Background: an optimization exercise with open tools, aiming at small area, a short achievable clock period and few clock cycles. Do not read the settings as production practice.
RTL that was checked went through simulation tests only; none was proved equivalent to the original.
Power is estimated from default activity; no workload was simulated.

== garnet ==
## vpu_core
module vpu_core (
    input  logic               clk,
    input  logic               rst_n,
    input  logic               en,
    output vpu_pkg::pc_t       pc,
    input  vpu_pkg::instr_t    instr,
    output vpu_pkg::mem_addr_t mem_addr,
    output logic               mem_read,
    output logic               mem_write,
    output vpu_pkg::vec_t      mem_wdata,
    input  vpu_pkg::vec_t      mem_rdata,
    output logic               data_out_vld,
    output vpu_pkg::vec_t      data_out,
    output vpu_pkg::reg_addr_t reg_wb
);
    logic [7:0]         id_sel_a;
    logic [7:0]         id_sel_b;
    logic               id_sel_imm;
    logic               id_use_a;
    logic               id_use_b;
    logic               id_writes;
    logic               id_arith;
    logic               id_sub;
    logic               id_and;
    logic               id_or;
    logic               id_xor;
    logic               id_load;
    logic               id_store;
    logic               id_jump;
    logic               stall;
    logic               advance;
    logic [7:0]         rf_valid;
    logic [7:0]         rd_sel_a;
    logic [7:0]         rd_sel_b;
    logic               rd_sel_imm;
    logic               rd_use_a;
    logic               rd_use_b;
    logic               rd_writes;
    logic               rd_arith;
    logic               rd_sub;
    logic               rd_and;
    logic               rd_or;
    logic               rd_xor;
    logic               rd_load;
    logic               rd_store;
    vpu_pkg::reg_addr_t rd_vd;
    vpu_pkg::reg_addr_t rd_vs1;
    vpu_pkg::reg_addr_t rd_vs2;
    vpu_pkg::imm_t      rd_imm;
    vpu_pkg::vec_t      rd_a;
    vpu_pkg::vec_t      rd_b;
    logic [7:0]         rd_wen;
    logic [7:0]         ex_wen;
    logic               ex_writes;
    logic               ex_store;
    vpu_pkg::reg_addr_t ex_vd;
    vpu_pkg::mem_addr_t mem_addr_q;
    logic               fwd_a;
    logic               fwd_b;
    vpu_pkg::vec_t      rd_op_a;
    vpu_pkg::vec_t      rd_op_b;
    logic               ex_arith;
    logic               ex_sub;
    logic               ex_and;
    logic               ex_or;
    logic               ex_xor;
    logic               ex_load;
    vpu_pkg::vec_t      ex_a;
    vpu_pkg::vec_t      ex_b;
    vpu_pkg::vec_t      ex_result;
  ...
Size in the first run: about 3100 cells after synthesis, roughly 250 I/O pins, roughly 39000 sq um of cells after synthesis.
export LEC_CHECK = 0
export ABC_CLOCK_PERIOD_IN_PS = 2600
export CAP_MARGIN = 20
export CORE_MARGIN = 2
export CORE_UTILIZATION = 40
export SETUP_SLACK_MARGIN = 2.9
export SLEW_MARGIN = 20
create_clock -name core_clock -period 5.5 [get_ports {clk}]
standard.sh (not shown) runs the stock make flow with config.mk's settings and CLKGATE_MAP_FILE= SYNTH_SCRIPT=/design/flow/synth_recipe.tcl, a recipe that flattens the netlist after the stock synthesis.
==> flow/flow/run.sh <==
#!/bin/bash
set -euo pipefail
cd "$(dirname "$0")/.."
export BUFFER_PORTS_ARGS="-buffer_cell sky130_fd_sc_hd__buf_4"
bash standard.sh finish > standard_flow.log 2>&1
Modified inputs, maple compared to garnet
- a change of SETUP_SLACK_MARGIN from 2.9 to 2.7
- a change of ABC_CLOCK_PERIOD_IN_PS from 2600 to 2800
==> flow/run.sh (new file) <==
#!/bin/bash
# synth_recipe.tcl (not shown) runs the flow's synth.tcl, then flattens the netlist and writes it again
# the make line also repeats each setting of config.mk as NAME=value (left out here)
make -C /OpenROAD-flow-scripts/flow DESIGN_CONFIG=/design/flow/config.mk WORK_HOME=/design/flow/orfs CLKGATE_MAP_FILE= SYNTH_SCRIPT=/design/flow/synth_recipe.tcl finish
removed: flow/flow/run.sh
removed: flow/standard.sh
--- outcome ---
maple and garnet ended up with roughly the same fraction of area in clock buffers and inverters.
Fraction of standard cell area in multi-input logic | maple below garnet
Compared with garnet, maple shows a lower clock-buffer cell count.
Area added between synthesis and finish ended up 0.95 points lower on maple than on garnet.
Summary of the comparison: setup fix buffers added after clock tree synthesis is lower in maple, relative to garnet.
maple did not stop at any stage, and its layout met the timing, DRC and antenna checks.
Between maple and garnet, the proportion of cell area occupied by registers is lower for garnet.
Looking at share of the clock period used by the worst path across maple and garnet, the one that comes out lower is maple.
Going from garnet to maple, total DRC errors in the routed layout closely matched the old numbers; cell area decreased by 0.76% relative to the old numbers; total power decreased by 0.76% relative to the old numbers.
No functional check of the RTL was part of any run of this note.

* * *

Setup of raven:
vpu_core, a different RTL version from the one above (not shown whole).
Size: about 250 I/O pins, about 40000 um^2 of cells after synthesis.
make LEC_CHECK=0 CAP_MARGIN=20 CORE_MARGIN=2 CORE_UTILIZATION=40 SETUP_SLACK_MARGIN=2.9 SLEW_MARGIN=20 finish   # period 5.5 ns
run.sh (not shown) runs the stock make flow with config.mk's settings and CLKGATE_MAP_FILE= SYNTH_SCRIPT=/design/flow/synth_recipe.tcl, a recipe that flattens the netlist after the stock synthesis.
Stock flow here: none of the scripts above is used.
raven has completed all stages; timing, DRC and antenna checks passed.
Testbench counts of raven, summed over its fixed seeds: cycles 18,085.
Inputs modified between raven and yarrow:
Settings: CTS_CLUSTER_DIAMETER now 100, previously not set; CTS_CLUSTER_SIZE now 24, previously not set; CTS_BUF_LIST now sky130_fd_sc_hd__clkbuf_16, previously not set.
==> summary.txt <==
- Leakage power summed over all cells ends up higher on raven.
- Comparing fraction of met2 tracks used by global routing for raven and yarrow, the smaller number came from yarrow.
- Of raven and yarrow, the higher setup slack belongs to raven.
- Delta (yarrow minus raven): flip-flop and latch share of the layout cell area now larger, routed wire length shows a reduction of about 0.7%.
- Diff yarrow..raven | count of final hold-check violations | negligible
- Summary — area growth from synthesis to final layout, yarrow relative to raven: lower, by 3.8 points.
- yarrow vs. raven: fraction of area in multi-input gates went up by 1.2 points.
#### Input delta (tundra over yarrow)
Settings: CTS_CLUSTER_SIZE: 24 -> unset; SETUP_SLACK_MARGIN: 2.9 -> 2.6; CTS_BUF_LIST: sky130_fd_sc_hd__clkbuf_16 -> unset; CTS_CLUSTER_DIAMETER: 100 -> unset.
## What came out
From yarrow to tundra the numbers moved as follows: boundary pin count has remained practically unchanged, clock-buffer cell count has increased, share of cells above drive strength 1 has decreased, pin count of the biggest net entering global routing has increased, share of total power consumed by net switching has decreased. Taking yarrow as the reference, in tundra cell area -about 0.9%, fmax decreased 3.8%, number of levels the H-tree was split into increased by 1 relative to the old numbers, signed area change from the synthesized netlist to the final layout fell by 1.1 points, fraction of the yosys area taken by sequential cells stayed essentially flat. The power consumed by sequential cells in tundra sits about 0.7% above the value recorded for yarrow.
For zinc, these inputs were changed with respect to tundra:
Settings: CORE_UTILIZATION now 60, was 40; PLACE_DENSITY now 0.75, previously not set; SETUP_SLACK_MARGIN now 2.9, was 2.6.
Taking tundra as 1.0, zinc lands at 0.810 on total number of placement rows.
Diff tundra -> zinc: count of placed standard cells including taps fell by 428, number of non-filler instances in the completed layout shows a reduction of 310, clock network power share saw a decrease, maximum resistive drop on vdd up about 8%.
sky130_fd_sc_hd__edfxtp_1 as the highest-delay cell along the critical path was reported by zinc, and sky130_fd_sc_hd__clkdlybuf4s50_1 by tundra.
On clock-buffer cell count: zinc sits below tundra.
zinc against tundra: share of layout cells above drive strength 1 increased 8.1 points, design internal power essentially unchanged.
First-iteration DRC count was lower in tundra than in zinc.
Delta (zinc minus tundra): post-route total power ~0 delta; via count +2576.

## what the ideal ports hide
The results above use ideal ports. As a check the final layouts listed here were re-extracted and re-timed, cells and wires unchanged.
Step 1 assumes that a clkbuf_16 drives the clock port and a buf_2 every other input.
Step 2 times the ports against the registers' clock, not the clock port: input delays grow and output delays shrink by t, the midpoint of the rising clock arrivals with the driver on.
a / b / c = ideal / step 1 / step 2; a / b = the first two.
| run | t, ns | slack for setup (ns) | cell pins on the clock port's net |
|---|---|---|---|
| garnet | 0.732 | 2.335 / 2.335 / 1.923 | 1 |
| maple | 0.738 | 2.385 / 2.385 / 2.262 | 1 |
| raven | 0.730 | 2.715 / 2.714 / 2.156 | 1 |
| yarrow | 0.682 | 2.711 / 2.707 / 2.183 | 1 |
| tundra | 0.730 | 2.600 / 2.495 / 2.151 | 1 |
| zinc | 0.710 | 2.733 / 2.617 / 2.001 | 1 |
After both steps setup and hold are still met in every run listed. For zinc, which loses most, drivers alone change the setup slack by -0.116 ns; drivers and shift together by -0.732 ns.
